This design comes from an exercise in tuning for small area, a short achievable clock period and few clock cycles per item on the open sky130 flow, not from production work. Function was not checked in any run shown here: the RTL went through the layout flow alone.

## flow/design.v (module list and top-level ports; edited modules follow where they fit)
// module cpid_cfg: 30 lines
// module cpid_trees: 3380 lines
// module cpid_add17: 100 lines
// module cpid_add18: 107 lines
// module cpid_add16: 97 lines
// module cpid_add38: 237 lines
// module cpid_add40: 255 lines
// module clamped_pid_controller: 283 lines
module clamped_pid_controller #(
    parameter int GAIN_FRAC_BITS = 16
) (
    input  logic                                i_clk,
    input  logic                                i_rst_n,
    input  logic                                i_cfg_we,
    input  logic [cpid_pkg::CFG_IDX_W-1:0]      i_cfg_idx,
    input  logic [cpid_pkg::CFG_DATA_W-1:0]     i_cfg_data,
    input  logic                                i_valid,
    output logic                                o_stall,
    input  logic signed [cpid_pkg::SAMPLE_W-1:0] i_setpoint,
    input  logic signed [cpid_pkg::SAMPLE_W-1:0] i_measured,
    input  logic                                i_clear_integ,
    output logic                                o_valid,
    input  logic                                i_stall,
    output logic signed [cpid_pkg::DRIVE_W-1:0] o_drive,
    output logic                                o_clamped
);
  // ...
==> flow/run.sh <==
#!/bin/bash
# synth_recipe.tcl (not shown) runs the flow's synth.tcl, then flattens the netlist and writes it again
# the make line also repeats each setting of config.mk as NAME=value (left out here)
make -C /OpenROAD-flow-scripts/flow DESIGN_CONFIG=/design/flow/config.mk WORK_HOME=/design/flow/orfs CLKGATE_MAP_FILE= SYNTH_SCRIPT=/design/flow/synth_recipe.tcl finish
==> flow/config.mk <==
export PLATFORM = sky130hd
export DESIGN_NAME = clamped_pid_controller
export DESIGN_NICKNAME = clamped_pid_controller
export VERILOG_FILES = /design/flow/design.v
export SDC_FILE = /design/flow/constraint.sdc
export NUM_CORES = 4
export LEC_CHECK = 0
export ABC_AREA = 1
export CAP_MARGIN = 20
export CORE_MARGIN = 2
export CORE_UTILIZATION = 50
export SETUP_SLACK_MARGIN = 5
export SLEW_MARGIN = 20
==> flow/constraint.sdc <==
create_clock -name core_clock -period 10.0 [get_ports {i_clk}]
set_input_delay 2.0000 -clock core_clock [delete_from_list [all_inputs] [get_ports {i_clk}]]
set_output_delay 2.0000 -clock core_clock [all_outputs]
set_load 0.01 [all_outputs]
==> results by group, run 1 <==
Global route
  – Met3 Usage GRT: 6.90%
  – Number of global-route vias before repair: 35.7k

Finish
  – Layout Nets: 5799
  – Clkbuf count: 75
  – Fraction of layout cells with a size suffix above 1: 12.4%
  – Multi-input gates: 3204
  – Number of sequential cells: 518
  – Buffers excl. clock: 217
  – NonClk Buf Share: 4.03%

Logic synthesis
  – Synth Flop Type: dfxtp_1
  – Post-synth top cells: inv_1 (813), xor2_1 (632), fa_1 (589), nand2_1 (503), o22ai_1 (492)
  – Number of synthesized flops with an enable pin: 175
  – Mapped Cells: 4835
  – Post-Synth Simple-Gate Area: 7.64%
  – Dominant cell type by area after synthesis: fa_1
  – Count leader, synth: inv_1
  – Register area share after synthesis: 26.3%

Drt
  – Met3 WL: 12900 um
  – Highest routed layer: met4

Setup path
  – CP max stage delay: 0.41 ns

Run status
  – Status: finished clean

Clock tree
  – Clock sinks: 518

Place
  – Post-DP Area: 0.0478 mm2

Floorplanning
  – Starting density of the core: 50.4%

Timing
  – Fin crit share: 52.8%
==> run 2: changes to the inputs <==
==> flow/flow/run.sh (new file) <==
#!/bin/bash
set -euo pipefail
bash standard.sh SETUP_SLACK_MARGIN=6.5 finish > standard_flow.log 2>&1
==> flow/standard.sh (new file) <==
#!/bin/bash
# synth_recipe.tcl (not shown) runs the flow's synth.tcl, then flattens the netlist and writes it again
# the make line also repeats each setting of config.mk as NAME=value (left out here)
make -C /OpenROAD-flow-scripts/flow DESIGN_CONFIG=/design/flow/config.mk WORK_HOME=/design/flow/orfs CLKGATE_MAP_FILE= SYNTH_SCRIPT=/design/flow/synth_recipe.tcl "${@:-finish}"
--- a/flow/config.mk
+++ b/flow/config.mk
@@ -11,3 +11,2 @@
 export CORE_UTILIZATION = 50
-export SETUP_SLACK_MARGIN = 5
 export SLEW_MARGIN = 20
removed: flow/run.sh
==> run 2 against run 1 <==
Effect of this change: core utilization increased by 7.1 points; first-iteration DRC count grew 2.2%; via count grew 6.0%; worst hold slack improved by 0.010 ns; global-route usage grew 2.2 points; critical path depth grew 1; final cell count rose by 5.4%; setup slack worse by 0.065 ns; synthesized cell count stayed put; non-clock buffer count rose by 314; clock skew is 0.016 ns higher; critical path type unchanged.
==> results by group, run 2 <==
Finish
  – Final Cell Area: 0.0591 mm2 (was 0.0526 mm2)
  – # fillers: 7114 (was 7862)
  – Max reg flops: 90 (unchanged)
  – Area growth syn-to-layout: 28.3% (was 14.2%)
  – Layout Nets: 6126 (was 5799)
  – Regs by FF count: u_cfg.r_cfg: 90 flops, r_q: 68 flops, r_pd: 40 flops (unchanged)
  – Fraction of layout cells with a size suffix above 1: 28.3% (was 12.4%)
  – Commonest non-fill, non-tap cell in the layout: inv_1 (unchanged)
  – Final Core Density: 64.6% (was 57.5%)
  – Most frequent cells in the layout: inv_1 (663), xor2_1 (578), fa_1 (439), nand2_1 (401), o22ai_1 (358) (was inv_1 (776), xor2_1 (627), fa_1 (577), o22ai_1 (492), nand2_1 (412))
  – Largest Register: u_cfg.r_cfg (unchanged)

Floorplanning
  – Core Box Area: 0.0915 mm2 (unchanged)
  – Chip Height: 308 um (unchanged)
  – Starting density of the core: 50.4% (unchanged)
  – Io pins: 80 (unchanged)
  – Die W: 308 um (unchanged)
  – Die area: 0.0946 mm2 (unchanged)
  – Rows: 111 (unchanged)

Timing
  – Worst Skew: 0.0486 ns (was 0.0325 ns)
  – Endpoints failing setup: 0 (unchanged)
  – Worst setup margin: 4.66 ns (was 4.72 ns)
  – TNS Setup: 0 ns (unchanged)
  – Hold Violations, Final: 0 (unchanged)
  – F_max: 187 MHz (was 189 MHz)
  – Final Max Tran Viols: 0 (unchanged)
  – Max-slew headroom: 31.5% (was 29.8%)
  – Slew @ Worst Pin: 1.03 ns (was 1.05 ns)
  – Fin crit share: 53.4% (was 52.8%)
  – Unrepaired setup endpoints after global routing: true (unchanged)
  – Tmin final: 5.34 ns (was 5.28 ns)

Setup path
  – Max Fanout on Critical Path: 5 (was 4)
  – Reg2reg end: r_hd[2]$_DFFE_PP_ (was r_q[0][6]$_DFFE_PP_)
  – CP startpoint kind: flop (unchanged)
  – CP Class: reg -> reg (unchanged)
  – CP required: 10.56 ns (was 10.42 ns)
  – FF-to-FF Start: r_iout[0]$_DFF_P_ (was r_pd[0]$_DFF_P_)
  – Crit path capture type: flop (unchanged)
  – Crit path max-delay cell type: fa_2 (unchanged)
  – CP max stage delay: 0.40 ns (was 0.41 ns)
  – Crit path arrival time: 5.91 ns (was 5.70 ns)
  – R2R depth: 39 (was 38)
  – Setup slack, reg-to-reg: 4.66 ns (was 4.72 ns)

Clock tree
  – CTS tree: yes (unchanged)
  – Max clock buf depth: 3 (unchanged)
  – H-tree levels: 2 (unchanged)
  – Root buffer cell: clkbuf_16 (unchanged)
  – Total CTS buffers: 59 (was 58)
  – Hold Buf Count CTS: 0 (unchanged)
  – Clk latency of the worst-skew pair: 0.69 ns (was 0.67 ns)
  – Clock sinks: 518 (unchanged)
  – Clk pin slew, worst setup/hold paths: 0.06 ns (about the same)

Logic synthesis
  – Multiplexer share of the synthesized area: 0.274% (unchanged)
  – Register area share after synthesis: 26.3% (unchanged)
  – Yosys warns: 2 (unchanged)
  – Mapped Cells: 4835 (unchanged)
  – Number of synthesized flops with an enable pin: 175 (unchanged)
  – Synth Flop Type: dfxtp_1 (unchanged)
  – Post-Synth Simple-Gate Area: 7.64% (unchanged)
  – Top cells by area, synth: fa_1 (26%), dfxtp_1 (15%), xor2_1 (12%) (unchanged)
  – Largest family of logic cells by synthesized area: adder cells (unchanged)
  – Cell area after synthesis: 0.0461 mm2 (unchanged)
  – Flops & latches, synth: 518 (unchanged)
  – Count leader, synth: inv_1 (unchanged)
  – Syn_area_per_cell: 9.53 um2 (unchanged)
  – Post-synth top cells: inv_1 (813), xor2_1 (632), fa_1 (589), nand2_1 (503), o22ai_1 (492) (unchanged)
  – Library cells used by synthesis: 55 (unchanged)
  – Synth Area in Adders: 33.2% (unchanged)
  – Dominant cell type by area after synthesis: fa_1 (unchanged)
  – Post-synth ARST share: 0% (unchanged)
  – Xor and xnor area share after synthesis: 12.7% (unchanged)
  – Synth Area in Compound Gates: 10.6% (unchanged)
  – Post-synth top area share: 25.6% (unchanged)
  – Syn nets: 5764 (unchanged)

Drt
  – Drt drc: 0 (unchanged)
  – 1st-pass router iterations: 6 (was 8)
  – Number of nets with antenna violations after routing: 0 (unchanged)
  – Wire per inst: 24.7 um (was 23.4 um)
  – Via density: 5.74 (was 5.71)
  – Vias: 36.9k (was 34.8k)
  – WL final: 159000 um (was 143000 um)
  – 1st-iter DRT viols: 3445 (was 3370)

Worst hold path
  – Hold Crit Class: reg -> reg (unchanged)
  – Worst Hold Launch: r_v2$_SDFF_PN0_ (unchanged)
  – Endpoint, Worst Hold: r_v3$_SDFF_PN0_ (unchanged)
  – Hold Path Stages: 2 (unchanged)

Place
  – Setup Slack @ Placement: 3.94 ns (was 4.05 ns)
  – I/O Buffers: 79 (unchanged)
  – Hpwl dp: 104000 um (was 99700 um)
  – GPL Wtd Cong: 0.939 (was 0.936)
  – Post-DP Area: 0.0491 mm2 (was 0.0478 mm2)

Global route
  – Initial antenna violation count: 7 (was 2)
  – Largest net degree at the start of global routing: 65 (unchanged)
  – Number of global-route vias before repair: 37.3k (was 35.7k)
  – All-Layer GR Usage: 32.5% (was 30.3%)
  – Total grt overflow: 0 (unchanged)
  – Global-route wire length before repair: 230000 um (was 217000 um)

Run status
  – Status: finished clean (unchanged)

Run
  – Maximum Capacitance Violations: 0 (unchanged)
[run 2: worst max-delay path by stage]
| stage | startpoint | endpoint | slack [ns] | cells after the start |
|---|---|---|---|---|
| 2_1_floorplan | r_iout[0]$_DFF_P_ | r_q[0][16]$_DFFE_PP_ | 4.93 | 38 |
| 3_3_place_gp | r_iout[0]$_DFF_P_ | r_q[1][16]$_DFFE_PP_ | 4.10 | 37 |
| 3_5_place_dp | r_iout[0]$_DFF_P_ | r_hd[15]$_DFFE_PP_ | 3.94 | 37 |
| 4_1_cts | r_pd[0]$_DFF_P_ | r_hd[15]$_DFFE_PP_ | 4.57 | 37 |
| 5_1_grt | r_iout[0]$_DFF_P_ | r_hd[13]$_DFFE_PP_ | 4.33 | 39 |
| 6_report | r_iout[0]$_DFF_P_ | r_hd[2]$_DFFE_PP_ | 4.66 | 39 |
[run 2: routing by layer]
metal | track usage [%] | vias to the layer above | wire, um
met3 | 7.55 | 558 | 16000
met1 | 42.2 | 18200 | 61200
met4 | 17.0 | 4 | 10600
met2 | 50.9 | 1950 | 71400
li1 | - | 16300 | -
met5 | 0 | - | 25
[run 2: stage by stage]
step                hold slack, ns  instances
floorplan                    0.354       4835
global placement             0.411       5889
detailed placement           0.423       5890
finish                       0.438       6433
global route                 0.465       6433
CTS                          0.440       6293
[run 2: final cells by class]
class	instances	area, um2	share of cell area (%)
repair inverters	9	108	0.182
clock buffers	79	1650	2.80
clock inverters	31	410	0.694
well taps	1186	1480	2.51
diodes	1	2.50	0.00423
flip-flops and latches	518	12200	20.7
inverters	870	3960	6.70
multi-input cells	3208	33700	57.0
repair buffers	531	5580	9.43
[run 2: logic make-up (layout without fill, tap and decap cells)]
family / after synthesis / count (layout)
AO/OA/AOI/OAI: 806 / 806
XOR/XNOR: 669 / 669
adder cells (fa/ha/maj): 868 / 868
buffers and inverters: 1119 / 1520
flip-flops: 518 / 518
multiplexers: 12 / 12
other: 0 / 1
AND/OR/NAND/NOR: 843 / 853
[run 2: worst max-delay path, delay by kind of cell, from the launching register on]
kind / cells / cell delay [ns]
AND/OR/NAND/NOR: 20 / 1.73
AO/OA/AOI/OAI: 8 / 1.24
adder cells (fa/ha/maj): 4 / 1.18
buffers and inverters: 7 / 0.72
flip-flops: 1 / 0.33
[run 2: repair_timing]
item | in CTS | in global routing
setup endpoints to repair | 411 | 298
cloned | 30 | 8
buffers inserted | 263 | 130
resized for setup | 717 | 424
pin swaps | 295 | 250

-- re-timing with driven ports --
The flow's constraints put no driver on any port. The routed layouts listed below were extracted and timed again, unchanged, in two steps. Step 1 assumes that a clkbuf_16 drives the clock port and a buf_2 every other input. Step 2 times the ports against the registers' clock, not the clock port: input delays grow and output delays shrink by t, the midpoint of the rising clock arrivals with the driver on. Three values: ideal ports, drivers, drivers and shift; two values: the first two.
| run | t, ns | setup WS [ns] | pins driven straight from the clock port |
|---|---|---|---|
| run 1 | 0.720 | 4.723 / 4.723 / 4.451 | 1 |
| run 2 | 0.745 | 4.658 / 4.658 / 4.658 | 1 |
After both steps every run listed still meets setup and hold. For run 1, which loses most, drivers alone change the setup slack by 0.000 ns; drivers and shift together by -0.272 ns.
